Source: an optimization exercise on an open RTL-to-GDS flow (aim: small area, a short achievable clock period and few clock cycles per item). Production flows keep margins and buffers that such runs may drop. The RTL was checked by simulation tests, not by an equivalence proof against the original design.

==> flow/config.mk <==
export PLATFORM = sky130hd
export DESIGN_NAME = inv_byte_substitution_state
export DESIGN_NICKNAME = inv_byte_substitution_state
export VERILOG_FILES = /design/flow/design.v
export SDC_FILE = /design/flow/constraint.sdc
export NUM_CORES = 4
export LEC_CHECK = 0
export CAP_MARGIN = 20
export CORE_MARGIN = 2
export CORE_UTILIZATION = 40
export CTS_CLUSTER_DIAMETER = 80
export CTS_CLUSTER_SIZE = 20
export SLEW_MARGIN = 20
export SYNTH_HIERARCHICAL = 1
==> flow/constraint.sdc <==
create_clock -name core_clock -period 16.0 [get_ports {i_clock}]
set_input_delay 3.2000 -clock core_clock [delete_from_list [all_inputs] [get_ports {i_clock}]]
set_output_delay 3.2000 -clock core_clock [all_outputs]
set_load 0.01 [all_outputs]
==> flow/design.v <==
package aes_pkg;
    localparam int AES_NB_BYTE  = 8;
    localparam int AES_NB_STATE = 128;
endpackage
module inv_byte_substitution_algorithm (input logic [7:0] i_byte, output logic [7:0] o_byte);
    logic t0, t1, t2, t3, t4, t5, t6, t7, t8, t9, t10, t11, t12, t13, t14, t15, t16, t17, t18, t19, t20, t21, t22, t23, t24, t25, t26, t27, t28, t29, t38, t39, t40, t41, t42, t43, t44, t45, t46, t47, t48, t49, t50, t51, t52, t53, t54, t55, t56, t57, t58, t59, t60, t70, t71, t72, t73, t74, t75, t76, t77, t78, t79, t80, t81, t82, t83, t84, t85, t86, t87, t88, t89, t90, t91, t92, t93, t94, t95, t96, t97, t98, t99, t100, t101, t102, t103, t104, t105, t106, t107, t108, t109, t110, t111, t112, t113, t114, t115, t116, t117, t118, t119, t120, t121, t122, t123;
    logic [8:0] blk_o;
    logic [3:0] blk_i;
    logic b_00_, b_01_, b_02_, b_03_, b_04_, b_05_, b_06_, b_07_, b_08_, b_09_, b_10_, b_11_, b_12_, b_13_, b_14_, b_15_, b_16_, b_17_, b_18_, b_19_, b_20_, b_21_, b_22_, b_23_, b_24_, b_25_, b_26_, b_27_, b_28_, b_29_, b_30_, b_31_, b_32_, b_33_, b_34_, b_35_, b_36_, b_37_, b_38_, b_39_, b_40_, b_41_, b_42_, b_43_, b_44_, b_45_, b_46_, b_47_, b_48_, b_49_, b_50_, b_51_, b_52_, b_53_, b_54_, b_55_, b_56_, b_57_, b_58_;
    isb_xor2 u0 (.a(i_byte[0]), .b(i_byte[1]), .y(t0));
    isb_xor2 u1 (.a(i_byte[4]), .b(i_byte[6]), .y(t1));
    isb_xor2 u2 (.a(i_byte[2]), .b(i_byte[5]), .y(t2));
    isb_xnor2 u3 (.a(t0), .b(t2), .y(t3));
    isb_xor2 u4 (.a(i_byte[7]), .b(t1), .y(t4));
    isb_xor2 u5 (.a(i_byte[3]), .b(i_byte[6]), .y(t5));
    isb_xor2 u6 (.a(i_byte[2]), .b(i_byte[3]), .y(t6));
    isb_xor2 u7 (.a(i_byte[0]), .b(i_byte[5]), .y(t7));
    isb_xnor2 u8 (.a(i_byte[4]), .b(t0), .y(t8));
    isb_xnor2 u9 (.a(i_byte[2]), .b(t8), .y(t9));
    isb_xnor2 u10 (.a(i_byte[1]), .b(i_byte[2]), .y(t10));
    isb_xnor2 u11 (.a(i_byte[0]), .b(i_byte[4]), .y(t11));
    isb_xor2 u12 (.a(i_byte[5]), .b(t0), .y(t12));
    isb_xor2 u13 (.a(i_byte[4]), .b(t2), .y(t13));
    isb_xor2 u14 (.a(i_byte[0]), .b(t4), .y(t14));
    isb_xor2 u15 (.a(t0), .b(t6), .y(t15));
    isb_xor2 u16 (.a(i_byte[1]), .b(t6), .y(t16));
    isb_xor2 u17 (.a(t4), .b(t16), .y(t17));
    isb_xnor2 u18 (.a(i_byte[1]), .b(t1), .y(t18));
    isb_xnor2 u19 (.a(i_byte[5]), .b(t5), .y(t19));
    isb_xor2 u20 (.a(i_byte[1]), .b(i_byte[3]), .y(t20));
    isb_xor2 u21 (.a(i_byte[4]), .b(i_byte[5]), .y(t21));
    isb_xor2 u22 (.a(t20), .b(t21), .y(t22));
    isb_xnor2 u23 (.a(i_byte[7]), .b(t0), .y(t23));
    isb_xor2 u24 (.a(i_byte[6]), .b(t3), .y(t24));
    isb_xor2 u25 (.a(i_byte[6]), .b(i_byte[7]), .y(t25));
    isb_xor2 u26 (.a(t2), .b(t25), .y(t26));
    isb_xor2 u27 (.a(t3), .b(t4), .y(t27));
    isb_xor2 u28 (.a(t1), .b(t7), .y(t28));
    isb_xor2 u29 (.a(i_byte[0]), .b(t5), .y(t29));
    isb_nand2 u30 (.a(t9), .b(t14), .y(t38));
    isb_nand2 u31 (.a(t10), .b(t15), .y(t39));
    isb_nand2 u32 (.a(t11), .b(t17), .y(t40));
    isb_nand2 u33 (.a(t12), .b(t18), .y(t41));
    isb_nand2 u34 (.a(t7), .b(t19), .y(t42));
    isb_nand2 u35 (.a(i_byte[1]), .b(t22), .y(t43));
    isb_nand2 u36 (.a(t13), .b(t23), .y(t44));
    isb_nand2 u37 (.a(t3), .b(t24), .y(t45));
    isb_nand2 u38 (.a(t8), .b(t26), .y(t46));
    isb_xor2 u39 (.a(t41), .b(t42), .y(t47));
    isb_xor2 u40 (.a(t42), .b(t43), .y(t48));
    isb_xor2 u41 (.a(i_byte[6]), .b(t38), .y(t49));
    isb_xor2 u42 (.a(t40), .b(t47), .y(t50));
    isb_xor2 u43 (.a(t49), .b(t50), .y(t51));
    isb_xor2 u44 (.a(t39), .b(t27), .y(t52));
    isb_xor2 u45 (.a(t38), .b(t48), .y(t53));
    isb_xor2 u46 (.a(t52), .b(t53), .y(t54));
    isb_xor2 u47 (.a(t28), .b(t44), .y(t55));
    isb_xor2 u48 (.a(t45), .b(t47), .y(t56));
    isb_xnor2 u49 (.a(t55), .b(t56), .y(t57));
    isb_xor2 u50 (.a(t29), .b(t46), .y(t58));
    isb_xor2 u51 (.a(t45), .b(t48), .y(t59));
    isb_xnor2 u52 (.a(t58), .b(t59), .y(t60));
    assign blk_i = {t60, t57, t54, t51};
    isb_clkinv_1 u53 (.A(blk_i[3]), .Y(b_00_));
    isb_clkinv_1 u54 (.A(blk_i[0]), .Y(b_01_));
    isb_nor2_1 u55 (.A(blk_i[2]), .B(b_01_), .Y(b_02_));
    isb_nor2_1 u56 (.A(blk_i[1]), .B(b_02_), .Y(b_03_));
    isb_a31oi_1 u57 (.A1(blk_i[1]), .A2(blk_i[0]), .A3(b_00_), .B1(b_03_), .Y(blk_o[7]));
    isb_clkinv_1 u58 (.A(blk_i[1]), .Y(b_04_));
    isb_nor2_1 u59 (.A(b_04_), .B(b_00_), .Y(b_05_));
    isb_o21ai_0 u60 (.A1(blk_i[0]), .A2(b_05_), .B1(blk_i[2]), .Y(b_06_));
    isb_nor2_1 u61 (.A(blk_i[2]), .B(blk_i[3]), .Y(b_07_));
    isb_nor2_1 u62 (.A(b_07_), .B(b_02_), .Y(b_08_));
    isb_o21ai_0 u63 (.A1(b_04_), .A2(b_08_), .B1(b_06_), .Y(blk_o[6]));
    isb_clkinv_1 u64 (.A(blk_i[2]), .Y(b_09_));
    isb_nor2_1 u65 (.A(blk_i[0]), .B(b_04_), .Y(b_10_));
    isb_nor2_1 u66 (.A(blk_i[1]), .B(b_01_), .Y(b_11_));
    isb_o21ai_0 u67 (.A1(b_11_), .A2(b_10_), .B1(b_09_), .Y(b_12_));
    isb_o21ai_0 u68 (.A1(b_09_), .A2(b_10_), .B1(b_12_), .Y(b_13_));
    isb_nor2_1 u69 (.A(b_09_), .B(b_11_), .Y(b_14_));
    isb_o21ai_0 u70 (.A1(b_02_), .A2(b_14_), .B1(b_00_), .Y(b_15_));
    isb_o21ai_0 u71 (.A1(b_00_), .A2(b_13_), .B1(b_15_), .Y(blk_o[5]));
    isb_clkinv_1 u72 (.A(b_02_), .Y(b_16_));
    isb_nand3_1 u73 (.A(blk_i[1]), .B(blk_i[0]), .C(blk_i[2]), .Y(b_17_));
    isb_a32oi_1 u74 (.A1(b_12_), .A2(b_00_), .A3(b_17_), .B1(b_16_), .B2(b_05_), .Y(blk_o[4]));
    isb_nor2_1 u75 (.A(blk_i[1]), .B(blk_i[3]), .Y(b_18_));
    isb_clkinv_1 u76 (.A(b_18_), .Y(b_19_));
    isb_o21ai_0 u77 (.A1(b_07_), .A2(b_11_), .B1(b_19_), .Y(b_20_));
    isb_o21ai_0 u78 (.A1(blk_i[0]), .A2(b_09_), .B1(b_20_), .Y(blk_o[3]));
    isb_nor2_1 u79 (.A(b_11_), .B(b_10_), .Y(b_21_));
    isb_nand2_1 u80 (.A(b_21_), .B(blk_i[2]), .Y(b_22_));
    isb_nand2_1 u81 (.A(b_22_), .B(blk_i[3]), .Y(b_23_));
    isb_o21ai_0 u82 (.A1(b_09_), .A2(b_19_), .B1(b_23_), .Y(blk_o[2]));
    isb_and2_1 u83 (.A(b_08_), .B(b_19_), .X(blk_o[1]));
    isb_a31oi_1 u84 (.A1(b_22_), .A2(blk_i[3]), .A3(b_16_), .B1(b_07_), .Y(blk_o[0]));
    isb_o21ai_0 u85 (.A1(b_04_), .A2(b_09_), .B1(b_01_), .Y(b_24_));
    isb_xor2_1 u86 (.A(b_05_), .B(b_24_), .X(blk_o[8]));
    isb_nand2 u87 (.a(t14), .b(blk_o[0]), .y(t70));
    isb_nand2 u88 (.a(t15), .b(blk_o[1]), .y(t71));
    isb_nand2 u89 (.a(t17), .b(blk_o[2]), .y(t72));
    isb_nand2 u90 (.a(t18), .b(blk_o[3]), .y(t73));
    isb_nand2 u91 (.a(t19), .b(blk_o[4]), .y(t74));
    isb_nand2 u92 (.a(t22), .b(blk_o[5]), .y(t75));
    isb_nand2 u93 (.a(t23), .b(blk_o[6]), .y(t76));
    isb_nand2 u94 (.a(t24), .b(blk_o[7]), .y(t77));
    isb_nand2 u95 (.a(t26), .b(blk_o[8]), .y(t78));
    isb_nand2 u96 (.a(t9), .b(blk_o[0]), .y(t79));
    isb_nand2 u97 (.a(t10), .b(blk_o[1]), .y(t80));
    isb_nand2 u98 (.a(t11), .b(blk_o[2]), .y(t81));
    isb_nand2 u99 (.a(t12), .b(blk_o[3]), .y(t82));
    isb_nand2 u100 (.a(t7), .b(blk_o[4]), .y(t83));
    isb_nand2 u101 (.a(i_byte[1]), .b(blk_o[5]), .y(t84));
    isb_nand2 u102 (.a(t13), .b(blk_o[6]), .y(t85));
    isb_nand2 u103 (.a(t3), .b(blk_o[7]), .y(t86));
    isb_nand2 u104 (.a(t8), .b(blk_o[8]), .y(t87));
    isb_xor2 u105 (.a(t79), .b(t80), .y(t88));
    isb_xor2 u106 (.a(t86), .b(t88), .y(t89));
    isb_xor2 u107 (.a(t75), .b(t89), .y(t90));
    isb_xor2 u108 (.a(t82), .b(t84), .y(t91));
    isb_xor2 u109 (.a(t73), .b(t76), .y(t92));
    isb_xor2 u110 (.a(t70), .b(t77), .y(t93));
    isb_xor2 u111 (.a(t72), .b(t81), .y(t94));
    isb_xor2 u112 (.a(t74), .b(t77), .y(t95));
    isb_xor2 u113 (.a(t78), .b(t87), .y(t96));
    isb_xor2 u114 (.a(t78), .b(t91), .y(t97));
    isb_xor2 u115 (.a(t72), .b(t76), .y(t98));
    isb_xor2 u116 (.a(t87), .b(t93), .y(t99));
    isb_xor2 u117 (.a(t98), .b(t89), .y(t100));
    isb_xor2 u118 (.a(t99), .b(t100), .y(t101));
    isb_xor2 u119 (.a(t70), .b(t73), .y(t102));
    isb_xor2 u120 (.a(t74), .b(t79), .y(t103));
    isb_xor2 u121 (.a(t82), .b(t83), .y(t104));
    isb_xor2 u122 (.a(t94), .b(t102), .y(t105));
    isb_xor2 u123 (.a(t103), .b(t104), .y(t106));
    isb_xor2 u124 (.a(t105), .b(t106), .y(t107));
    isb_xor2 u125 (.a(t92), .b(t96), .y(t108));
    isb_xor2 u126 (.a(t108), .b(t90), .y(t109));
    isb_xor2 u127 (.a(t71), .b(t75), .y(t110));
    isb_xor2 u128 (.a(t92), .b(t93), .y(t111));
    isb_xor2 u129 (.a(t110), .b(t111), .y(t112));
    isb_xor2 u130 (.a(t85), .b(t95), .y(t113));
    isb_xor2 u131 (.a(t97), .b(t113), .y(t114));
    isb_xor2 u132 (.a(t90), .b(t114), .y(t115));
    isb_xor2 u133 (.a(t95), .b(t96), .y(t116));
    isb_xor2 u134 (.a(t116), .b(t90), .y(t117));
    isb_xor2 u135 (.a(t71), .b(t76), .y(t118));
    isb_xor2 u136 (.a(t80), .b(t94), .y(t119));
    isb_xor2 u137 (.a(t118), .b(t97), .y(t120));
    isb_xor2 u138 (.a(t119), .b(t120), .y(t121));
    isb_xor2 u139 (.a(t83), .b(t84), .y(t122));
    isb_xor2 u140 (.a(t88), .b(t122), .y(t123));
    assign o_byte[0] = t101;
    assign o_byte[1] = t107;
    assign o_byte[2] = t109;
    assign o_byte[3] = t112;
    assign o_byte[4] = t115;
    assign o_byte[5] = t117;
    assign o_byte[6] = t121;
    assign o_byte[7] = t123;
endmodule
module isb_xor2 (input logic a, input logic b, output logic y);
    assign y = a ^ b;
endmodule
module isb_xnor2 (input logic a, input logic b, output logic y);
    assign y = ~(a ^ b);
endmodule
module isb_nand2 (input logic a, input logic b, output logic y);
    assign y = ~(a & b);
endmodule
module isb_a31oi_1 (input logic A1, input logic A2, input logic A3, input logic B1, output logic Y);
    assign Y = (~A1&~B1) | (~A2&~B1) | (~A3&~B1);
endmodule
module isb_a32oi_1 (input logic A1, input logic A2, input logic A3, input logic B1, input logic B2, output logic Y);
    assign Y = (~A1&~B1) | (~A1&~B2) | (~A2&~B1) | (~A3&~B1) | (~A2&~B2) | (~A3&~B2);
endmodule
module isb_and2_1 (input logic A, input logic B, output logic X);
    assign X = (A&B);
endmodule
module isb_clkinv_1 (input logic A, output logic Y);
    assign Y = (~A);
endmodule
module isb_nand2_1 (input logic A, input logic B, output logic Y);
    assign Y = (~A) | (~B);
endmodule
module isb_nand3_1 (input logic A, input logic B, input logic C, output logic Y);
    assign Y = (~A) | (~B) | (~C);
endmodule
module isb_nor2_1 (input logic A, input logic B, output logic Y);
    assign Y = (~A&~B);
endmodule
module isb_o21ai_0 (input logic A1, input logic A2, input logic B1, output logic Y);
    assign Y = (~A1&~A2) | (~B1);
endmodule
module isb_xor2_1 (input logic A, input logic B, output logic X);
    assign X = (A&~B) | (~A&B);
endmodule
import aes_pkg::*;
module inv_byte_substitution_state (
    input  logic           i_clock,
    input  logic           i_reset,
    input  logic [127:0]   i_state,
    input  logic           i_valid,
    output logic           o_ready,
    output logic [127:0]   o_state,
    output logic           o_valid,
    input  logic           i_ready
);
    logic vout_q, va_q, vs_q, ready_q;
    logic lo, la, acc;
    logic fo, fa;
    assign fo = ~vout_q;
    assign fa = ~(va_q & vout_q);
    inv_byte_flag u_ovalid (
        .i_clock (i_clock),
        .i_reset (i_reset),
        .i_en    (lo),
        .i_d     (va_q),
        .o_q     (o_valid)
    );
    assign acc = i_valid & ready_q;
    assign lo  = ~vout_q | i_ready;    
    assign la  = ~va_q | lo;           
    for (genvar k = 0; k < 16; k++) begin : g_lane
        inv_byte_lane u_lane (
            .i_clock (i_clock),
            .i_byte  (i_state[8*k +: 8]),
            .i_ready (i_ready),
            .i_fo    (fo),
            .i_fa    (fa),
            .i_vs    (vs_q),
            .o_byte  (o_state[8*k +: 8])
        );
    end
    always_ff @(posedge i_clock) begin
        if (i_reset) begin
            vout_q  <= 1'b0;
            va_q    <= 1'b0;
            vs_q    <= 1'b0;
            ready_q <= 1'b1;
        end else begin
            if (lo) vout_q <= va_q;
            if (la) begin
                va_q    <= vs_q | acc;
                vs_q    <= vs_q & acc;
                ready_q <= ~(vs_q & acc);
            end else begin
                vs_q    <= vs_q | acc;
                ready_q <= ~(vs_q | acc);
            end
        end
    end
    assign o_ready = ready_q;
endmodule
module inv_byte_lane (
    input  logic       i_clock,
    input  logic [7:0] i_byte,
    input  logic       i_ready,
    input  logic       i_fo,
    input  logic       i_fa,
    input  logic       i_vs,
    output logic [7:0] o_byte
);
    logic [7:0] a_q, s_q, out_q, sb, a_n, a_d, s_d, out_d;
    logic       lo, la, ls, lo_n, la_n, ls_n;
    assign lo_n = ~(i_ready | i_fo);
    assign la_n = ~(i_ready | i_fa);
    assign lo   = ~lo_n;
    assign la   = ~la_n;
    assign ls   = ~i_vs;
    assign ls_n = i_vs;
    for (genvar b = 0; b < 8; b++) begin : g_bit
        inv_byte_mux2i u_mux (
            .i_a0 (i_byte[b]),
            .i_a1 (s_q[b]),
            .i_s  (i_vs),
            .o_y  (a_n[b])
        );
        inv_byte_hold u_hold_a (
            .i_ld   (la),
            .i_ld_n (la_n),
            .i_d    (a_n[b]),
            .i_q    (a_q[b]),
            .o_d    (a_d[b])
        );
        inv_byte_hold u_hold_s (
            .i_ld   (ls),
            .i_ld_n (ls_n),
            .i_d    (i_byte[b]),
            .i_q    (s_q[b]),
            .o_d    (s_d[b])
        );
        inv_byte_hold u_hold_o (
            .i_ld   (lo),
            .i_ld_n (lo_n),
            .i_d    (sb[b]),
            .i_q    (out_q[b]),
            .o_d    (out_d[b])
        );
    end
    inv_byte_substitution_algorithm u_alg (
        .i_byte (a_q),
        .o_byte (sb)
    );
    always_ff @(posedge i_clock) begin
        out_q <= out_d;
        a_q   <= a_d;
        s_q   <= s_d;
    end
    assign o_byte = out_q;
endmodule
module inv_byte_hold (
    input  logic i_ld,
    input  logic i_ld_n,
    input  logic i_d,
    input  logic i_q,
    output logic o_d
);
    assign o_d = (i_ld & i_d) | (i_ld_n & i_q);
endmodule
module inv_byte_flag (
    input  logic i_clock,
    input  logic i_reset,
    input  logic i_en,
    input  logic i_d,
    output logic o_q
);
    always_ff @(posedge i_clock) begin
        if (i_reset)   o_q <= 1'b0;
        else if (i_en) o_q <= i_d;
    end
endmodule
module inv_byte_mux2i (
    input  logic i_a0,
    input  logic i_a1,
    input  logic i_s,
    output logic o_y
);
    assign o_y = ~(i_s ? i_a1 : i_a0);
endmodule
==> flow/flow/run.sh <==
#!/bin/bash
# The standard layout, with plain buf_2 cells as the port buffers instead of the delay
# buffer that buffer_ports picks by default. Everything else is the standard flow.
set -euo pipefail
bash standard.sh "BUFFER_PORTS_ARGS=-buffer_cell sky130_fd_sc_hd__buf_2" SETUP_SLACK_MARGIN=11.4 finish > standard_flow.log 2>&1
==> flow/standard.sh <==
#!/bin/bash
# synth_recipe.tcl (not shown) runs the flow's synth.tcl, then flattens the netlist and writes it again
# the make line also repeats each setting of config.mk as NAME=value (left out here)
make -C /OpenROAD-flow-scripts/flow DESIGN_CONFIG=/design/flow/config.mk WORK_HOME=/design/flow/orfs CLKGATE_MAP_FILE= SYNTH_SCRIPT=/design/flow/synth_recipe.tcl "${@:-finish}"
==> results of run 1 <==
==> kinds of logic after synthesis <==
group,share of synthesized area (%)
AOI/OAI and AO/OA,15.5
xor gates and xnor gates,38.8
buffers and inverters,4.75
DFF,26.6
muxes,4.42
and+or+nand+nor,9.84
==> final cells by class <==
class,instances,area [um2],share of cell area (%)
diodes,3,7.51,0.0232
clock buffers,31,754,2.33
clock inverters,18,203,0.627
inverters,114,428,1.32
multi-input cells,2748,20500,63.6
flip-flops and latches,389,7830,24.2
well taps,959,1200,3.71
repair buffers,265,1360,4.22
==> modules after synthesis (local to each module, per instance), a selection <==
module	cell area, um2	copies in the design	flops+latches
isb_xor2_1	8.76	16	0
isb_nor2_1	3.75	160	0
isb_xnor2	8.76	160	0
inv_byte_substitution_state	150	1	4
isb_a32oi_1	8.76	16	0
inv_byte_lane	504	16	24
isb_nand3_1	5.00	16	0
isb_a31oi_1	6.26	32	0
isb_o21ai_0	5.00	160	0
inv_byte_substitution_algorithm	60.1	16	0
inv_byte_mux2i	10.0	128	0
isb_nand2_1	3.75	32	0
inv_byte_hold	8.76	384	0
==> state kept, by name (all words and copies together) (netlist names) <==
register             count
g_lane.u_lane.s_q      128
g_lane.u_lane.out_q    128
g_lane.u_lane.a_q      128
u_ovalid.o_q             1
vs_q                     1
ready_q                  1
vout_q                   1
va_q                     1
==> through the flow <==
stage	hold slack, ns	cells
floorplan	0.439	3379
global placement	0.449	4474
detailed placement	0.448	4474
CTS	0.469	4523
global route	0.483	4526
finish	0.465	4527
==> worst max-delay path by stage <==
| stage | from | end | slack [ns] | cells past startpoint |
|---|---|---|---|---|
| global route | g_lane[15].u_lane.a_q[1] | g_lane[15].u_lane.out_q[4] | 11.34 | 16 |
| CTS | g_lane[13].u_lane.a_q[1] | g_lane[13].u_lane.out_q[4] | 11.42 | 16 |
| global placement | i_ready | g_lane[9].u_lane.out_q[7] | 11.30 | 3 |
| floorplan | g_lane[0].u_lane.a_q[1] | g_lane[0].u_lane.out_q[4] | 12.06 | 17 |
| finish | g_lane[12].u_lane.out_q[6] | o_state[102] | 11.60 | 1 |
| detailed placement | i_ready | g_lane[10].u_lane.a_q[1] | 11.29 | 3 |
==> synthesized netlist by cell type, types with 2 or more instances <==
cell	count	share of area (%)
xnor2_1	160	4.8
or2_1	32	0.68
nand2_1	465	6.0
a22o_1	384	12
o21ai_1	160	2.7
nand3_1	17	0.29
xor2_1	1136	34
a21oi_1	3	0.051
a31oi_1	32	0.68
inv_1	114	1.5
buf_4	128	3.3
dfxtp_1	389	27
nor2_1	193	2.5
nand2b_1	2	0.043
a32oi_1	16	0.48
and2_1	16	0.34
mux2i_1	129	4.4
==> what timing repair did <==
action | CTS | global route
resized for setup | 0 | 95
setup endpoints to repair | 0 | 78
setup buffers | 0 | 0
hold buffers | 0 | 0
==> layer usage <==
layer / track usage, % / part of all wire [%] / vias up
li1: - / - / 11500
met1: 23.8 / 48 / 10100
met2: 27.5 / 45 / 370
met3: 3.08 / 4.8 / 68
met4: 3.59 / 2.1 / 10
met5: 0 / 0.089 / -
==> results_dict.tcl, run 1 <==
set metrics [dict create \
    outcome "timing/DRC/antenna clean" \
    drtIter0Drc 977 \
    antenna_found_initial 10 \
    ys_seq_elements 389 \
    area_delta_synth_final_pct 10.6 \
    critPathLaunchType "flop" \
    grt_pass1_wl_mm 107 \
    grt_util_all_layers_pct 17.1 \
    clk_latency_ns 0.63 \
    drive_above_1_share_pct 11.5 \
    postSynthAreaPerCell_um2 8.65 \
    layout_min_cycle_time_ns 4.40 \
    critPathCaptureType "output port" \
    rr_worst_depth 17 \
    finalSetupTns_ns 0 \
    num_rows 99 \
    cp_cell_sequence "buf_2" \
    cp.arrival_ns 1.20 \
    dieArea_mm2 0.0753 \
    critical-path-max-stage-delay_ns 0.37 \
    syn_area_mm2 0.0292 \
    htree_levels 1 \
    r2r_slack_ns 11.74 \
    wl_per_cell_um 15.0 \
    finalHoldViolCount 0 \
    finalInstanceArea_mm2 0.0323 \
    post-route-period-util_pct 27.5 \
    cts_buffer_depth 3 \
    final_nets 3680 \
    die-width_um 274 \
    detail-route-antenna-nets 0 \
    dp_slack_ns 11.29 \
    placed_area_mm2 0.0308 \
    final.fill_count 7152 \
    grt_pass1_vias 20700 \
    final_common_cell "xor2_1" \
    ys.flop_type "dfxtp_1" \
    worstSetupPathType "reg2out" \
    hold_depth 1 \
    syn_inst 3379 \
    yosysSeqAreaShare_pct 26.6 \
    cts_buffers 30 \
    syn_nets 3511 \
    yosysWarnings 9 \
    gp_congestion 0.901 \
    port_buffers 261 \
    rsz0062_at_grt "false" \
    overflow 0 \
    vias_per_cell 4.87 \
    ys_types 20 \
    worstPathRequired_ns 12.80 \
    cp_top_family "flip-flops" \
    critPathBufInv 1 \
    ios 262 \
    r2r-end "g_lane[6].u_lane.out_q[4]" \
    clockRootBuffer "clkbuf_16" \
    hold_start "g_lane[6].u_lane.out_q[0]" \
    drcViolationCount 0 \
    fmax_ghz 0.227 \
    hpwl_mm 52.5 \
    fin_ws_ns 11.60 \
    synth_edf_count 0 \
    grt_start_max_net_pins 132 \
    firstDrtPassIters 5 \
    r2r-start "g_lane[6].u_lane.a_q[1]" \
    hp-class "reg2reg" \
    cts_tree "built" \
    maxSlewHeadroom_pct 25.4 \
    cp_slowest_cell "dfxtp_1" \
    initial_utilization_pct 40.2 \
    finalCoreUtilization_pct 44.5 \
    drv_slew 0 \
    synth-async-reset-ratio_pct 0 \
    critPathMaxFanout 2 \
    maxCapViolCount 0 \
    hold_path_end "g_lane[6].u_lane.out_q[0]" \
    clk_pin_slew_ns 0.08 \
    routed_wl_mm 67.8 \
    setup_violations 0 \
    fp.dieH_um 274 \
    core_area_mm2 0.0727 \
    clock_sinks 389 \
    vias 22100 \
    final_cell_mix "xor2_1 (1072), nand2_1 (464), a22o_1 (384), dfxtp_1 (358), buf_2 (260)" \
    finalClockSkew_ns 0.0379 \
    worst_slew_pin_slew_ns 1.12 \
]
Testbench counts, summed over its fixed seeds: cycles 1,616, items 1,600.
==> run 2: changes to the inputs <==
--- a/flow/config.mk
+++ b/flow/config.mk
@@ -9,3 +9,3 @@
 export CORE_MARGIN = 2
-export CORE_UTILIZATION = 40
+export CORE_UTILIZATION = 55
 export CTS_CLUSTER_DIAMETER = 80
==> run 2 against run 1 <==
Against the previous run:
- sequential cell count unchanged
- critical path type unchanged
- hold slack improved by 0.0054 ns
- count of clock-buffer cells in the layout up 5
- maximum frequency is 1.1% lower
- register-to-register slack worse by 0.16 ns
- worst setup slack worse by 0.049 ns
- die area down 27%
- clock skew fell by 0.020 ns
- first-iteration DRC count grew 25%
==> results_dict.tcl, run 2 <==
set metrics [dict create \
    rr_worst_depth 16 \
    synth.most_common_cell "xor2_1" \
    final_common_cell "xor2_1" \
    r2r-start "g_lane[2].u_lane.a_q[4]" \
    core_area_mm2 0.0526 \
    wl_met2_mm 34.3 \
    clk_latency_ns 0.60 \
    drcViolationCount 0 \
    wl_met3_mm 2.67 \
    cp_cell_sequence "buf_2" \
    dp_slack_ns 11.25 \
    syn_inst 3379 \
    setup_violations 0 \
    fin_ws_ns 11.55 \
    drtIter0Drc 1219 \
    synth.largest_area_cell "xor2_1" \
    final.fill_count 4721 \
    yosysSeqAreaShare_pct 26.6 \
    hold_ws_ns 0.470 \
    postSynthAreaPerCell_um2 8.65 \
    fp.dieH_um 235 \
    maxCapViolCount 0 \
    synth_edf_count 0 \
    final_cells 4259 \
    antenna_found_initial 5 \
    detail-route-antenna-nets 0 \
    critPathCaptureType "output port" \
    cp_top_family "flip-flops" \
    ys.flop_type "dfxtp_1" \
    layout_min_cycle_time_ns 4.45 \
    cts_hold_buffers 0 \
    cp.arrival_ns 1.25 \
    gp_congestion 0.917 \
    critPathLaunch "g_lane[12].u_lane.out_q[4]" \
    grt_util_all_layers_pct 23.8 \
    finalClockSkew_ns 0.0184 \
    cts_buffer_depth 3 \
    syn_area_mm2 0.0292 \
    ys_top_cells_by_area "xor2_1 (34%), dfxtp_1 (27%), a22o_1 (12%)" \
    synthTopCellsByCount "xor2_1 (1136), nand2_1 (465), dfxtp_1 (389)" \
    drt-met1-wl_mm 31.3 \
    vias_per_cell 5.35 \
    r2r-end "g_lane[2].u_lane.out_q[2]" \
    cp-endpoint "o_state[100]" \
    firstDrtPassIters 8 \
    cts_tree "built" \
    ys_types 20 \
    clockRootBuffer "clkbuf_16" \
    post-route-period-util_pct 27.8 \
    clock_sinks 389 \
    final_cell_mix "xor2_1 (1066), nand2_1 (464), a22o_1 (384), dfxtp_1 (353), buf_2 (261)" \
    drv_slew 0 \
    cp_slowest_cell "dfxtp_1" \
    hpwl_mm 54.6 \
    clk_pin_slew_ns 0.08 \
    ys_seq_elements 389 \
    final_nets 3681 \
    worstPathRequired_ns 12.80 \
    yosysWarnings 9 \
    num_rows 84 \
    rsz0062_at_grt "false" \
    grt_pass1_wl_mm 109 \
    finalSetupTns_ns 0 \
    vias 22800 \
    worst_slew_pin_slew_ns 1.06 \
    ios 262 \
    critPathLaunchType "flop" \
    grt_start_max_net_pins 77 \
    critPathMaxFanout 2 \
    htree_levels 1 \
    path_depth 1 \
    port_buffers 261 \
    finalHoldViolCount 0 \
    syn_nets 3511 \
    dp_cells 4205 \
    cts_setup_buffers 0 \
    critical-path-max-stage-delay_ns 0.47 \
    cts_buffers 30 \
    fmax_ghz 0.225 \
    r2r_slack_ns 11.58 \
    die-width_um 235 \
    critPathBufInv 1 \
    synth-async-reset-ratio_pct 0 \
    wl_per_cell_um 16.3 \
    largestRegisters "g_lane.u_lane.a_q (128), g_lane.u_lane.out_q (128), g_lane.u_lane.s_q (128)" \
    top_layer_used "met5" \
    dieArea_mm2 0.0550 \
    area_delta_synth_final_pct 9.68 \
    drive_above_1_share_pct 11.8 \
    hp-class "reg2reg" \
    overflow 0 \
    grt_pass1_vias 22200 \
    initial_utilization_pct 55.6 \
    outcome "timing/DRC/antenna clean" \
    maxSlewHeadroom_pct 29.2 \
    routed_wl_mm 69.3 \
    synth_top_area_share_pct 34.0 \
    worstSetupPathType "reg2out" \
]
-- run 2: per-stage QoR --
step                instance area (um2)  utilization, %
CTS                               31500            59.9
detailed placement                30500            58.0
finish                            32100            61.0
floorplan                         29200               -
global route                      32100            61.0
global placement                  30500            58.0
-- run 2: Yosys stat by module (local to each module, per instance), excerpt --
| module | area (um2) | copies in the design | cells |
|---|---|---|---|
| isb_nand2_1 | 3.75 | 32 | 1 |
| isb_nor2_1 | 3.75 | 160 | 1 |
| isb_a31oi_1 | 6.26 | 32 | 1 |
| isb_xor2_1 | 8.76 | 16 | 1 |
| inv_byte_substitution_state | 150 | 1 | 16 |
| inv_byte_flag | 33.8 | 1 | 3 |
| inv_byte_substitution_algorithm | 60.1 | 16 | 8 |
| isb_nand2 | 3.75 | 432 | 1 |
| inv_byte_mux2i | 10.0 | 128 | 1 |
| isb_o21ai_0 | 5.00 | 160 | 1 |
-- run 2: area by class of cell --
type | count | area, um2 | share of cell area [%]
well taps | 688 | 861 | 2.68
clock buffers | 36 | 815 | 2.54
inverters | 114 | 428 | 1.33
multi-input cells | 2748 | 20600 | 64.2
clock inverters | 14 | 175 | 0.546
diodes | 4 | 10.0 | 0.0312
repair buffers | 266 | 1340 | 4.19
flip-flops and latches | 389 | 7840 | 24.4
-- run 2: layer usage --
layer	up-vias	GRT usage [%]
met1	10800	30.6
met4	6	4.54
met2	420	43.0
li1	11500	-
met3	88	2.83
met5	-	0
-- run 2: how the worst min path moves through the flow --
stage,startpoint,end,slack (ns),cells past startpoint
floorplan,g_lane[0].u_lane.s_q[0],g_lane[0].u_lane.s_q[0],0.44,1
global placement,g_lane[13].u_lane.out_q[6],g_lane[13].u_lane.out_q[6],0.45,1
detailed placement,g_lane[13].u_lane.out_q[5],g_lane[13].u_lane.out_q[5],0.45,1
CTS,g_lane[1].u_lane.out_q[7],g_lane[1].u_lane.out_q[7],0.47,1
global route,g_lane[1].u_lane.out_q[7],g_lane[1].u_lane.out_q[7],0.48,1
finish,g_lane[7].u_lane.out_q[7],g_lane[7].u_lane.out_q[7],0.47,1
-- run 2: what timing repair did --
action / in CTS / in global routing
hold endpoints to repair: 0 / 0
cloned: 0 / 0
gates resized for setup: 2 / 104
setup endpoints to repair: 3 / 79
pin swaps: 0 / 13
-- run 2: cells by family after synthesis --
kind of cell | synth area share, %
flip-flops | 26.6
AND/OR/NAND/NOR | 9.84
buffers and inverters | 4.75
multiplexers | 4.42
XOR/XNOR | 38.8
AO/OA/AOI/OAI | 15.5
==> run 3: changes to the inputs <==
==> flow/flow/run.sh (replaced) <==
#!/bin/bash
# The standard layout, with plain buf_2 cells as the port buffers instead of the delay
# buffer that buffer_ports picks by default. Everything else is the standard flow.
set -euo pipefail
bash standard.sh "BUFFER_PORTS_ARGS=-buffer_cell sky130_fd_sc_hd__buf_2" SETUP_SLACK_MARGIN=11.3 finish > standard_flow.log 2>&1
--- a/flow/config.mk
+++ b/flow/config.mk
@@ -9,3 +9,3 @@
 export CORE_MARGIN = 2
-export CORE_UTILIZATION = 55
+export CORE_UTILIZATION = 40
 export CTS_CLUSTER_DIAMETER = 80
==> run 3 against run 2 <==
Against the previous run:
- utilization shrank 17 points
- final area grew 0.41%
- critical path depth is the same
- sequential cell count is the same
- synthesized cell count is the same
- sequential share of layout area shrank 0.22 points
- worst setup slack gained 0.046 ns
- die area grew 37%
- still clean
- cell count grew 6.3%
- count of clock-buffer cells in the layout shrank 5
- area after synthesis is the same
- critical endpoint is now o_state[68]
==> results_dict.tcl, run 3 <==
set metrics [dict create \
    wl_per_cell_um 14.9 \
    fp.dieH_um 274 \
    ys_types 20 \
    cts_buffers 30 \
    cp.arrival_ns 1.20 \
    gp_congestion 0.901 \
    grt_busiest_layer "met2" \
    ios 262 \
    finalClockSkew_ns 0.0407 \
    cp_slowest_cell "dfxtp_1" \
    critPathLaunchType "flop" \
    finalInstanceArea_mm2 0.0322 \
    setup_violations 0 \
    synthTopCellsByCount "xor2_1 (1136), nand2_1 (465), dfxtp_1 (389)" \
    synth.most_common_cell "xor2_1" \
    grt_start_max_net_pins 132 \
    outcome "timing/DRC/antenna clean" \
    final_nets 3680 \
    syn_area_mm2 0.0292 \
    syn_nets 3511 \
    detail-route-antenna-nets 0 \
    postSynthAreaPerCell_um2 8.65 \
    layout_min_cycle_time_ns 4.40 \
    synth_edf_count 0 \
    yosysSeqAreaShare_pct 26.6 \
    dp_slack_ns 11.29 \
    ys_seq_elements 389 \
    drcViolationCount 0 \
    critical-path-max-stage-delay_ns 0.35 \
    num_rows 99 \
    syn_inst 3379 \
    routed_wl_mm 67.6 \
    post-route-period-util_pct 27.5 \
    overflow 0 \
    worst_slew_pin_slew_ns 1.11 \
    ys_top_cells_by_area "xor2_1 (34%), dfxtp_1 (27%), a22o_1 (12%)" \
    fmax_ghz 0.227 \
    hp-class "reg2reg" \
    hold_start "g_lane[6].u_lane.out_q[0]" \
    grt_util_all_layers_pct 17.1 \
    cp_cell_sequence "buf_2" \
    drv_slew 0 \
    fin_ws_ns 11.60 \
    largestRegisters "g_lane.u_lane.a_q (128), g_lane.u_lane.out_q (128), g_lane.u_lane.s_q (128)" \
    htree_levels 1 \
    dp_cells 4474 \
    worstPathRequired_ns 12.80 \
    die-width_um 274 \
    clk_latency_ns 0.63 \
    critPathLaunch "g_lane[8].u_lane.out_q[4]" \
    maxSlewHeadroom_pct 25.6 \
    antenna_found_initial 10 \
    cts_tree "built" \
    ys.flop_type "dfxtp_1" \
    finalSetupTns_ns 0 \
    vias_per_cell 4.88 \
    grt_use_met1_pct 23.8 \
    final_cells 4526 \
    clockRootBuffer "clkbuf_16" \
    grtUsageMet2_pct 27.5 \
    r2r-start "g_lane[14].u_lane.a_q[1]" \
    clock_sinks 389 \
    port_buffers 261 \
    clk_pin_slew_ns 0.08 \
    vias 22100 \
    cts_setup_buffers 0 \
    maxCapViolCount 0 \
    synth_top_area_share_pct 34.0 \
    synth-async-reset-ratio_pct 0 \
    grt_pass1_wl_mm 107 \
    worstSetupPathType "reg2out" \
    drive_above_1_share_pct 10.4 \
    placed_area_mm2 0.0308 \
    drtIter0Drc 997 \
    critPathBufInv 1 \
    cp_top_family "flip-flops" \
    finalHoldViolCount 0 \
    hpwl_mm 52.5 \
    initial_utilization_pct 40.2 \
    critPathMaxFanout 2 \
    yosysWarnings 9 \
    cts_hold_buffers 0 \
    area_delta_synth_final_pct 10.1 \
    gr-usage-met3_pct 3.08 \
    dieArea_mm2 0.0753 \
    grt_pass1_vias 20700 \
    final_common_cell "xor2_1" \
    critPathCaptureType "output port" \
    core_area_mm2 0.0727 \
    final_cell_mix "xor2_1 (1085), nand2_1 (464), a22o_1 (384), dfxtp_1 (383), buf_2 (260)" \
    rsz0062_at_grt "false" \
    firstDrtPassIters 5 \
    synth.largest_area_cell "xor2_1" \
    cts_buffer_depth 3 \
]
## run 3: cell counts after synthesis
No cell type changed its count.
## run 3: final timing paths
check,endpoint,slack (ns),depth (start not counted)
worst min-delay path,g_lane[6].u_lane.out_q[0],0.46,1
worst max-delay path,o_state[68],11.60,1
worst min register to register,g_lane[6].u_lane.out_q[0],0.46,1
worst max register to register,g_lane[14].u_lane.out_q[4],11.65,16
## run 3: kinds of logic (layout without fill, tap and decap cells)
family          Yosys count  after routing  synth area share (%)
mux                     129            129                  4.42
xor+xnor               1296           1296                  38.8
other cells               0              2                     0
flops                   389            389                  26.6
simple gates            726            726                  9.84
buf+inv                 242            428                  4.75
compound gates          597            597                  15.5
## run 3: area by class of cell
type | count | area, um2
Antenna cell | 2 | 5.00
Clock buffer | 31 | 754
Clock inverter | 18 | 203
Fill cell | 7147 | 40500
Inverter | 114 | 428
Multi-Input combinational cell | 2748 | 20400
Sequential cell | 389 | 7800
Tap cell | 959 | 1200
Timing Repair Buffer | 265 | 1360
## run 3: modules after synthesis (local to each module, per instance), excerpt
module | cells | copies in the design
inv_byte_hold | 1 | 384
isb_nand2_1 | 1 | 32
inv_byte_flag | 3 | 1
inv_byte_lane | 29 | 16
inv_byte_substitution_algorithm | 8 | 16
isb_nand3_1 | 1 | 16
isb_nor2_1 | 1 | 160
isb_o21ai_0 | 1 | 160
inv_byte_substitution_state | 16 | 1
isb_nand2 | 1 | 432
isb_xnor2 | 1 | 160
isb_xor2 | 1 | 1120
isb_clkinv_1 | 1 | 96
isb_and2_1 | 1 | 16
isb_a32oi_1 | 1 | 16
isb_a31oi_1 | 1 | 32
## run 3: through the flow
step	hold slack [ns]	util, %
finish	0.465	44.3
global route	0.483	44.3
CTS	0.469	43.7
detailed placement	0.448	42.4
global placement	0.449	42.4
floorplan	0.439	-
## run 3: metal layers
| layer | vias up | part of all wire (%) |
|---|---|---|
| met5 | - | 0.089 |
| met4 | 10 | 2.0 |
| met3 | 64 | 4.6 |
| met2 | 362 | 45 |
| met1 | 10100 | 49 |
| li1 | 11500 | - |
## run 3: timing repair
action                                 CTS  global route
resized for setup                        0            56
setup endpoints to repair                0            67
endpoints found under the hold margin    0             0
==> run 4: changes to the inputs <==
==> flow/flow/run.sh (replaced) <==
#!/bin/bash
# The standard layout, with plain buf_2 cells as the port buffers instead of the delay
# buffer that buffer_ports picks by default. Everything else is the standard flow.
set -euo pipefail
bash standard.sh "BUFFER_PORTS_ARGS=-buffer_cell sky130_fd_sc_hd__buf_2" SETUP_SLACK_MARGIN=11.5 finish > standard_flow.log 2>&1
==> run 4 against run 3 <==
Against the previous run:
- global-route usage barely moved
- synthesized cell count did not move
- maximum frequency about the same
- critical path type unchanged
- non-clock buffer count unchanged
- critical path depth is the same
- sequential cell count is the same
- cell count hardly changed
- still clean on timing, DRC and antenna
- area after synthesis unchanged
- hold slack is essentially flat
- via count about the same
- register-to-register slack better by 0.16 ns
==> results_dict.tcl, run 4 <==
set metrics [dict create \
    critical-path-max-stage-delay_ns 0.35 \
    hpwl_mm 52.5 \
    grt_pass1_vias 20700 \
    hp-class "reg2reg" \
    drtIter0Drc 1022 \
    synth-async-reset-ratio_pct 0 \
    dp_cells 4474 \
    maxSlewHeadroom_pct 25.8 \
    cts_buffer_depth 3 \
    cp_slowest_cell "dfxtp_1" \
    gp_congestion 0.901 \
    antenna_found_initial 10 \
    critPathCaptureType "output port" \
    dieArea_mm2 0.0753 \
    worstPathRequired_ns 12.80 \
    clock_sinks 389 \
    worst_slew_pin_slew_ns 1.11 \
    firstDrtPassIters 5 \
    synth_xor_area_share_pct 38.8 \
    vias 22100 \
    setup_violations 0 \
    synth_top_area_share_pct 34.0 \
    path_depth 1 \
    clk_pin_slew_ns 0.08 \
    outcome "timing/DRC/antenna clean" \
    drcViolationCount 0 \
    post-route-period-util_pct 27.5 \
    cts_buffers 30 \
    synth_compound_area_share_pct 15.5 \
    synth.most_common_cell "xor2_1" \
    cp_cell_sequence "buf_2" \
    synth_edf_count 0 \
    hold_start "g_lane[6].u_lane.out_q[0]" \
    r2r-start "g_lane[2].u_lane.a_q[0]" \
    drv_slew 0 \
    hold_depth 1 \
    rr_worst_depth 16 \
    grt_start_max_net_pins 132 \
    core_area_mm2 0.0727 \
    cts_hold_buffers 0 \
    rsz0062_at_grt "true" \
    port_buffers 261 \
    drive_above_1_share_pct 12.6 \
    final.fill_count 7140 \
    detail-route-antenna-nets 0 \
    yosysWarnings 9 \
    die-width_um 274 \
    ys.flop_type "dfxtp_1" \
    htree_levels 1 \
    finalSetupTns_ns 0 \
    initial_utilization_pct 40.2 \
    largestRegisters "g_lane.u_lane.a_q (128), g_lane.u_lane.out_q (128), g_lane.u_lane.s_q (128)" \
    ios 262 \
    syn_nets 3511 \
    synthTopCellsByCount "xor2_1 (1136), nand2_1 (465), dfxtp_1 (389)" \
    grt_pass1_wl_mm 107 \
    wl_per_cell_um 15.0 \
    finalHoldViolCount 0 \
    synth.largest_area_cell "xor2_1" \
    final_cells 4527 \
    clk_latency_ns 0.63 \
    critPathBufInv 1 \
    clockRootBuffer "clkbuf_16" \
    vias_per_cell 4.88 \
    postSynthAreaPerCell_um2 8.65 \
    critPathLaunchType "flop" \
    synthSimpleGateAreaFrac_pct 9.84 \
    cts_setup_buffers 0 \
    finalClockSkew_ns 0.0394 \
    area_delta_synth_final_pct 11.3 \
    num_rows 99 \
    routed_wl_mm 68.1 \
    fp.dieH_um 274 \
    critPathLaunch "g_lane[8].u_lane.out_q[4]" \
    synth_top_family_by_area "XOR/XNOR gates" \
    yosysSeqAreaShare_pct 26.6 \
    critPathMaxFanout 2 \
    final_cell_mix "xor2_1 (1061), nand2_1 (464), a22o_1 (384), dfxtp_1 (334), buf_2 (260)" \
    synthAdderAreaFrac_pct 0 \
    ys_seq_elements 389 \
    fmax_ghz 0.227 \
    ys_types 20 \
    final_nets 3680 \
    ys_top_cells_by_area "xor2_1 (34%), dfxtp_1 (27%), a22o_1 (12%)" \
    cp.arrival_ns 1.20 \
    cts_tree "built" \
    grt_util_all_layers_pct 17.1 \
    maxCapViolCount 0 \
    syn_area_mm2 0.0292 \
    final_common_cell "xor2_1" \
    overflow 0 \
    worstSetupPathType "reg2out" \
    cp_top_family "flip-flops" \
    synthMuxAreaShare_pct 4.42 \
    layout_min_cycle_time_ns 4.40 \
    syn_inst 3379 \
]
==> run 4: cell counts after synthesis <==
Identical to the previous run, type by type.
==> run 4: metal layers <==
layer	track usage [%]	share of wire (%)
met5	0	0.088
met4	3.56	2.1
met3	3.08	4.9
met2	27.6	45
met1	23.8	48
==> run 4: final cells by class <==
| type | instances | area [um2] | share of cell area, % |
|---|---|---|---|
| inverter | 114 | 428 | 1.32 |
| clock inverter | 18 | 203 | 0.623 |
| timing repair buffer | 265 | 1360 | 4.19 |
| antenna | 3 | 7.51 | 0.0231 |
| tap | 959 | 1200 | 3.69 |
| sequential | 389 | 7860 | 24.2 |
| multi-input combinational | 2748 | 20700 | 63.7 |
| clock buffer | 31 | 754 | 2.32 |
==> run 4: cell families after synthesis <==
logic type             count (synthesis)
buffers and inverters                242
XOR/XNOR                            1296
multiplexers                         129
AO/OA/AOI/OAI                        597
flip-flops                           389
AND/OR/NAND/NOR                      726
==> run 4: what timing repair did <==
| item | CTS | global route |
|---|---|---|
| pin swaps | 0 | 9 |
| gates resized for setup | 8 | 131 |
| endpoints found under the setup margin | 23 | 83 |
==> run 4: modules after synthesis, one instance, submodules excluded, a selection <==
module | copies in the design | cell area [um2] | flops+latches
isb_and2_1 | 16 | 6.26 | 0
isb_a31oi_1 | 32 | 6.26 | 0
inv_byte_mux2i | 128 | 10.0 | 0
isb_clkinv_1 | 96 | 3.75 | 0
inv_byte_hold | 384 | 8.76 | 0
isb_xor2_1 | 16 | 8.76 | 0
isb_nor2_1 | 160 | 3.75 | 0
inv_byte_substitution_algorithm | 16 | 60.1 | 0
isb_a32oi_1 | 16 | 8.76 | 0
isb_nand2_1 | 32 | 3.75 | 0
isb_o21ai_0 | 160 | 5.00 | 0
inv_byte_flag | 1 | 33.8 | 1
inv_byte_substitution_state | 1 | 150 | 4
isb_nand3_1 | 16 | 5.00 | 0
isb_xor2 | 1120 | 8.76 | 0
==> run 4: worst paths after layout <==
kind / endpoint / slack [ns]
max: o_state[68] / 11.60
min: g_lane[6].u_lane.out_q[0] / 0.46
max reg2reg: g_lane[2].u_lane.out_q[4] / 11.81
min reg2reg: g_lane[6].u_lane.out_q[0] / 0.46
==> run 4: per-stage QoR <==
step / setup WS, ns / util, % / hold WS (ns) / area (um2)
2_1_floorplan: 12.06 / - / 0.439 / 29200
3_3_place_gp: 11.30 / 42.4 / 0.449 / 30800
3_5_place_dp: 11.29 / 42.4 / 0.448 / 30800
4_1_cts: 11.51 / 43.8 / 0.469 / 31800
5_1_grt: 11.44 / 44.7 / 0.483 / 32500
6_report: 11.60 / 44.7 / 0.465 / 32500
==> run 5: changes to the inputs <==
==> flow/flow/run.sh (replaced) <==
#!/bin/bash
# The standard layout, with plain buf_2 cells as the port buffers instead of the delay
# buffer that buffer_ports picks by default. Everything else is the standard flow.
set -euo pipefail
bash standard.sh "BUFFER_PORTS_ARGS=-buffer_cell sky130_fd_sc_hd__buf_2" finish > standard_flow.log 2>&1
==> run 5 against run 4 <==
Against the previous run:
- routed wire length is 0.16% higher
- sequential share of layout area is 0.21 points higher
- non-clock buffer count stayed put
- utilization is 0.77 points lower
- global-route usage is 0.32 points higher
- maximum frequency is 4.5% lower
- die area stayed put
- clock skew is 0.018 ns lower
- critical path depth is 15 higher
- area after synthesis stayed put
- critical path type is now reg2reg
- highest routed layer unchanged
==> results_dict.tcl, run 5 <==
set metrics [dict create \
    cts_tree "built" \
    grtUsageMet2_pct 28.6 \
    syn_inst 3379 \
    firstDrtPassIters 5 \
    worstSetupPathType "reg2reg" \
    rsz0062_at_grt "false" \
    finalSetupTns_ns 0 \
    worst_slew_pin_slew_ns 1.03 \
    fmax_ghz 0.217 \
    grt_pass1_wl_mm 109 \
    antenna_found_initial 12 \
    critPathCaptureType "flop" \
    dp_cells 4475 \
    critPathLaunchType "flop" \
    final_common_cell "xor2_1" \
    drive_above_1_share_pct 9.01 \
    postSynthAreaPerCell_um2 8.65 \
    ys_seq_elements 389 \
    ys.flop_type "dfxtp_1" \
    layout_min_cycle_time_ns 4.61 \
    cts_buffer_depth 3 \
    finalClockSkew_ns 0.0218 \
    hpwl_mm 52.9 \
    hp-class "reg2reg" \
    dieArea_mm2 0.0753 \
    maxCapViolCount 0 \
    htree_levels 2 \
    synth_edf_count 0 \
    multi_input_area_mm2 0.0201 \
    grt_pass1_vias 21200 \
    routed_wl_mm 68.2 \
    critPathMaxFanout 8 \
    overflow 0 \
    synth.most_common_cell "xor2_1" \
    cp.arrival_ns 5.05 \
    drtIter0Drc 957 \
    synth.largest_area_cell "xor2_1" \
    final_cells 4534 \
    finalHoldViolCount 0 \
    final_cell_mix "xor2_1 (1136), nand2_1 (464), dfxtp_1 (388), a22o_1 (384), buf_2 (260)" \
    fp.dieH_um 274 \
    ios 262 \
    grt_use_met1_pct 23.3 \
    yosysWarnings 9 \
    gp_congestion 0.880 \
    clk_latency_ns 0.56 \
    port_buffers 261 \
    wl_per_cell_um 15.0 \
    synth_top_area_share_pct 34.0 \
    area_delta_synth_final_pct 9.39 \
    cts_hold_buffers 0 \
    num_rows 99 \
    maxSlewHeadroom_pct 31.6 \
    vias 22300 \
    grt_start_max_net_pins 68 \
    cts_setup_buffers 0 \
    syn_nets 3511 \
    clk_pin_slew_ns 0.08 \
    detail-route-antenna-nets 0 \
    gr-usage-met3_pct 3.68 \
    worstPathRequired_ns 16.45 \
    ys_types 20 \
    cts.repair.resized 0 \
    final.fill_count 7260 \
    drcViolationCount 0 \
    yosysSeqAreaShare_pct 26.6 \
    drv_slew 0 \
    post-route-period-util_pct 28.8 \
    syn_area_mm2 0.0292 \
    core_area_mm2 0.0727 \
    ys_top_cells_by_area "xor2_1 (34%), dfxtp_1 (27%), a22o_1 (12%)" \
    seqCellArea_mm2 0.00779 \
    outcome "timing/DRC/antenna clean" \
    synth-async-reset-ratio_pct 0 \
    setup_violations 0 \
    clock_sinks 389 \
    grt_util_all_layers_pct 17.4 \
    clockRootBuffer "clkbuf_16" \
    vias_per_cell 4.91 \
    grt_busiest_layer "met2" \
    initial_utilization_pct 40.2 \
    largestRegisters "g_lane.u_lane.a_q (128), g_lane.u_lane.out_q (128), g_lane.u_lane.s_q (128)" \
    die-width_um 274 \
    cts_buffers 34 \
    synthTopCellsByCount "xor2_1 (1136), nand2_1 (465), dfxtp_1 (389)" \
    final_nets 3684 \
]
[run 5: cell counts after synthesis]
Identical to the previous run, type by type.
[run 5: final cells by class]
| type | instances | area share [%] |
|---|---|---|
| Antenna cell | 3 | 0.0235 |
| Clock buffer | 38 | 2.84 |
| Multi-Input combinational cell | 2748 | 62.7 |
| Timing Repair Buffer | 265 | 4.19 |
| Inverter | 114 | 1.34 |
| Clock inverter | 18 | 0.747 |
| Sequential cell | 389 | 24.4 |
| Tap cell | 959 | 3.75 |
[run 5: critical path, cell delays in order, from the launching register on]
cell	delay, ns
dfxtp_1	0.57
xor2_1	0.55
xnor2_1	0.25
xnor2_1	0.26
nand2_1	0.13
xor2_1	0.20
xor2_1	0.40
inv_1	0.13
nor2_1	0.26
inv_1	0.10
a31oi_1	0.26
nand2_1	0.15
xor2_1	0.25
xor2_1	0.28
xor2_1	0.35
xor2_1	0.13
a22o_1	0.21
[run 5: final timing paths]
check        depth (start not counted)                        from                          to  slack [ns]
max                                 16     g_lane[0].u_lane.a_q[1]   g_lane[0].u_lane.out_q[2]       11.39
min                                  1  g_lane[10].u_lane.out_q[5]  g_lane[10].u_lane.out_q[5]        0.47
max reg2reg                         16     g_lane[0].u_lane.a_q[1]   g_lane[0].u_lane.out_q[2]       11.39
min reg2reg                          1  g_lane[10].u_lane.out_q[5]  g_lane[10].u_lane.out_q[5]        0.47
[run 5: stage by stage]
stage | hold slack [ns] | utilization [%] | instance area (um2) | setup WS, ns
after floorplan | 0.439 | - | 29200 | 7.55
after global placement | 0.450 | 42.4 | 30800 | 11.29
after detailed placement | 0.450 | 42.4 | 30800 | 11.25
after CTS | 0.471 | 44.0 | 32000 | 11.43
after global routing | 0.480 | 44.0 | 32000 | 10.97
final | 0.468 | 44.0 | 32000 | 11.39
[run 5: cells by family after synthesis]
kind of cell              count (synthesis)  share of synthesized area [%]
AOI/OAI and AO/OA                       597                           15.5
and+or+nand+nor                         726                           9.84
xor gates and xnor gates               1296                           38.8
buffers and inverters                   242                           4.75
muxes                                   129                           4.42
DFF                                     389                           26.6
[run 5: Yosys stat by module (local to each module, per instance), a selection]
| module | cells inside | flops+latches | area, um2 | times used |
|---|---|---|---|---|
| inv_byte_hold | 1 | 0 | 8.76 | 384 |
| isb_xor2 | 1 | 0 | 8.76 | 1120 |
| inv_byte_flag | 3 | 1 | 33.8 | 1 |
| inv_byte_substitution_algorithm | 8 | 0 | 60.1 | 16 |
| inv_byte_mux2i | 1 | 0 | 10.0 | 128 |
| isb_xor2_1 | 1 | 0 | 8.76 | 16 |
[run 5: metal layers]
layer / wire length (um) / vias to the layer above / part of all wire (%)
li1: - / 11600 / -
met1: 32300 / 10200 / 47
met2: 30900 / 358 / 45
met3: 3460 / 91 / 5.1
met4: 1450 / 16 / 2.1
met5: 97 / - / 0.14
==> run 6: changes to the inputs <==
==> flow/flow/run.sh (replaced) <==
#!/bin/bash
set -euo pipefail
bash standard.sh "BUFFER_PORTS_ARGS=-buffer_cell sky130_fd_sc_hd__buf_2" SETUP_SLACK_MARGIN=11.4 finish > standard_flow.log 2>&1
--- a/flow/config.mk
+++ b/flow/config.mk
@@ -10,2 +10,3 @@
 export CORE_UTILIZATION = 40
+export CTS_BUF_LIST = sky130_fd_sc_hd__clkbuf_8
 export CTS_CLUSTER_DIAMETER = 80
==> run 6 against run 5 <==
Against the previous run:
- sequential cell count is the same
- worst setup slack gained 0.12 ns
- area after synthesis unchanged
- clock skew up 0.015 ns
- maximum frequency is 2.6% higher
- global-route usage is 0.36 points lower
- critical endpoint is now o_state[68]
==> results_dict.tcl, run 6 <==
set metrics [dict create \
    outcome "timing/DRC/antenna clean" \
    maxSlewHeadroom_pct 25.1 \
    finalSetupTns_ns 0 \
    finalHoldViolCount 0 \
    synth_top_area_share_pct 34.0 \
    clk_pin_slew_ns 0.12 \
    worstPathRequired_ns 12.80 \
    worstSetupPathType "reg2out" \
    critPathCaptureType "output port" \
    synth.most_common_cell "xor2_1" \
    overflow 0 \
    grt_start_max_net_pins 132 \
    cts_setup_buffers 0 \
    critPathLaunchType "flop" \
    worst_slew_pin_slew_ns 1.12 \
    fp.dieH_um 274 \
    final_common_cell "xor2_1" \
    maxCapViolCount 0 \
    critical-path-max-stage-delay_ns 0.37 \
    ios 262 \
    ys_top_cells_by_area "xor2_1 (34%), dfxtp_1 (27%), a22o_1 (12%)" \
    cts_buffer_depth 3 \
    grt_pass1_wl_mm 107 \
    firstDrtPassIters 5 \
    cts_tree "built" \
    syn_nets 3511 \
    drive_above_1_share_pct 11.6 \
    wl_per_cell_um 14.9 \
    syn_area_mm2 0.0292 \
    synthTopCellsByCount "xor2_1 (1136), nand2_1 (465), dfxtp_1 (389)" \
    placed_area_mm2 0.0308 \
    cts_buffers 30 \
    largestRegisters "g_lane.u_lane.a_q (128), g_lane.u_lane.out_q (128), g_lane.u_lane.s_q (128)" \
    cp_top_family "flip-flops" \
    routed_wl_mm 67.7 \
    ys_seq_elements 389 \
    syn_inst 3379 \
    clockRootBuffer "clkbuf_8" \
    yosysSeqAreaShare_pct 26.6 \
    grt_util_all_layers_pct 17.1 \
    final.fill_count 7199 \
    grt_pass1_vias 20700 \
    drv_slew 0 \
    layout_min_cycle_time_ns 4.49 \
    setup_violations 0 \
    cp_cell_sequence "buf_2" \
    area_delta_synth_final_pct 9.48 \
    num_rows 99 \
    finalClockSkew_ns 0.0372 \
    drcViolationCount 0 \
    cts.repair.resized 0 \
    hold_ws_ns 0.471 \
    postSynthAreaPerCell_um2 8.65 \
    hpwl_mm 52.5 \
    critPathMaxFanout 2 \
    clock_sinks 389 \
    ys.flop_type "dfxtp_1" \
    gp_congestion 0.901 \
    synth.largest_area_cell "xor2_1" \
    cts_hold_buffers 0 \
    antenna_found_initial 12 \
    final_nets 3680 \
    dieArea_mm2 0.0753 \
    fmax_ghz 0.223 \
    cp_slowest_cell "dfxtp_1" \
    post-route-period-util_pct 28.1 \
    vias_per_cell 4.86 \
    ys_types 20 \
    hp-class "reg2reg" \
    finalInstanceArea_mm2 0.0320 \
    synth_edf_count 0 \
    htree_levels 1 \
    synth-async-reset-ratio_pct 0 \
    core_area_mm2 0.0727 \
    final_cell_mix "xor2_1 (1072), nand2_1 (464), a22o_1 (384), dfxtp_1 (354), buf_2 (260)" \
    die-width_um 274 \
    initial_utilization_pct 40.2 \
    clk_latency_ns 0.69 \
    yosysWarnings 9 \
    critPathBufInv 1 \
    vias 22000 \
    detail-route-antenna-nets 0 \
    drtIter0Drc 959 \
    rsz0062_at_grt "true" \
    port_buffers 261 \
    cp.arrival_ns 1.29 \
]
==> run 6: worst paths after layout <==
check,from,end,slack (ns),cells after the start
worst max register to register,g_lane[14].u_lane.a_q[0],g_lane[14].u_lane.out_q[4],11.74,16
worst min register to register,g_lane[6].u_lane.out_q[0],g_lane[6].u_lane.out_q[0],0.47,1
worst min-delay path,g_lane[6].u_lane.out_q[0],g_lane[6].u_lane.out_q[0],0.47,1
worst max-delay path,g_lane[8].u_lane.out_q[4],o_state[68],11.51,1
==> run 6: layer usage <==
metal	routed length [um]	vias to the layer above	GRT usage, %
li1	-	11500	-
met1	32900	10100	23.8
met2	30100	338	27.5
met3	3120	70	3.13
met4	1450	12	3.52
met5	74	-	0
==> run 6: kinds of logic (layout without fill, tap and decap cells) <==
group	count (synthesis)	in the layout	share of synthesized area (%)
AOI/OAI and AO/OA	597	597	15.5
xor gates and xnor gates	1296	1296	38.8
buffers and inverters	242	428	4.75
DFF	389	389	26.6
muxes	129	129	4.42
other	0	6	0
and+or+nand+nor	726	726	9.84
==> run 6: stage by stage <==
step	setup WS (ns)	utilization [%]	instances
global placement	11.30	42.4	4474
floorplan	12.06	-	3379
CTS	11.41	43.2	4523
detailed placement	11.29	42.4	4474
global route	11.37	44.0	4527
finish	11.51	44.0	4530
==> run 6: per-module statistics from Yosys (local to each module, per instance), a selection <==
module / flip-flops and latches / cells inside / cell area (um2) / times used
inv_byte_mux2i: 0 / 1 / 10.0 / 128
isb_a31oi_1: 0 / 1 / 6.26 / 32
inv_byte_substitution_state: 4 / 16 / 150 / 1
inv_byte_flag: 1 / 3 / 33.8 / 1
isb_xor2_1: 0 / 1 / 8.76 / 16
inv_byte_lane: 24 / 29 / 504 / 16
isb_xnor2: 0 / 1 / 8.76 / 160
isb_o21ai_0: 0 / 1 / 5.00 / 160
isb_nand2: 0 / 1 / 3.75 / 432
isb_nand2_1: 0 / 1 / 3.75 / 32
isb_nand3_1: 0 / 1 / 5.00 / 16
==> run 6: layout make-up <==
class                           count  area [um2]  area share, %
Multi-Input combinational cell   2748       20500           64.2
Clock buffer                       30         413           1.29
Clock inverter                     19         199          0.622
Antenna cell                        6        15.0         0.0469
Timing Repair Buffer              265        1360           4.26
Sequential cell                   389        7830           24.5
Tap cell                          959        1200           3.75
Inverter                          114         428           1.34

what the ideal ports hide:
Ports are ideal in the flow. The routed layouts listed here were re-timed in OpenROAD. Step 1 (the two cells are an assumption about what drives the block):
set clk [get_ports {i_clock}]
set_driving_cell -lib_cell sky130_fd_sc_hd__clkbuf_16 $clk
set_driving_cell -lib_cell sky130_fd_sc_hd__buf_2 [delete_from_list [all_inputs] $clk]
Step 2 moves the port delays by t, midway between the first and last clock arrival at a register: inputs arrive t later, outputs are due t later. That takes back most of the time a late clock gives input paths. Three values: ideal ports, drivers, drivers and shift; two values: the first two.
run	shift t [ns]	setup WS [ns]	worst hold slack (ns)	slew at the worst register clock pin (ns)
run 1	0.674	11.601 / 11.538 / 11.235	0.465 / 0.465 / 0.465	0.08 / 0.08
run 2	0.653	11.552 / 11.486 / 11.260	0.470 / 0.470 / 0.470	0.09 / 0.09
run 3	0.674	11.598 / 11.536 / 11.246	0.465 / 0.465 / 0.465	0.08 / 0.08
run 4	0.674	11.598 / 11.536 / 11.236	0.465 / 0.465 / 0.465	0.08 / 0.08
run 5	0.613	11.393 / 11.393 / 11.241	0.468 / 0.468 / 0.468	0.08 / 0.08
run 6	0.740	11.512 / 11.449 / 11.265	0.471 / 0.471 / 0.471	0.12 / 0.12
After both steps setup and hold are still met in every run listed. The setup slack of run 1, which loses most, moves by -0.063 ns with the drivers and by -0.366 ns with both steps.
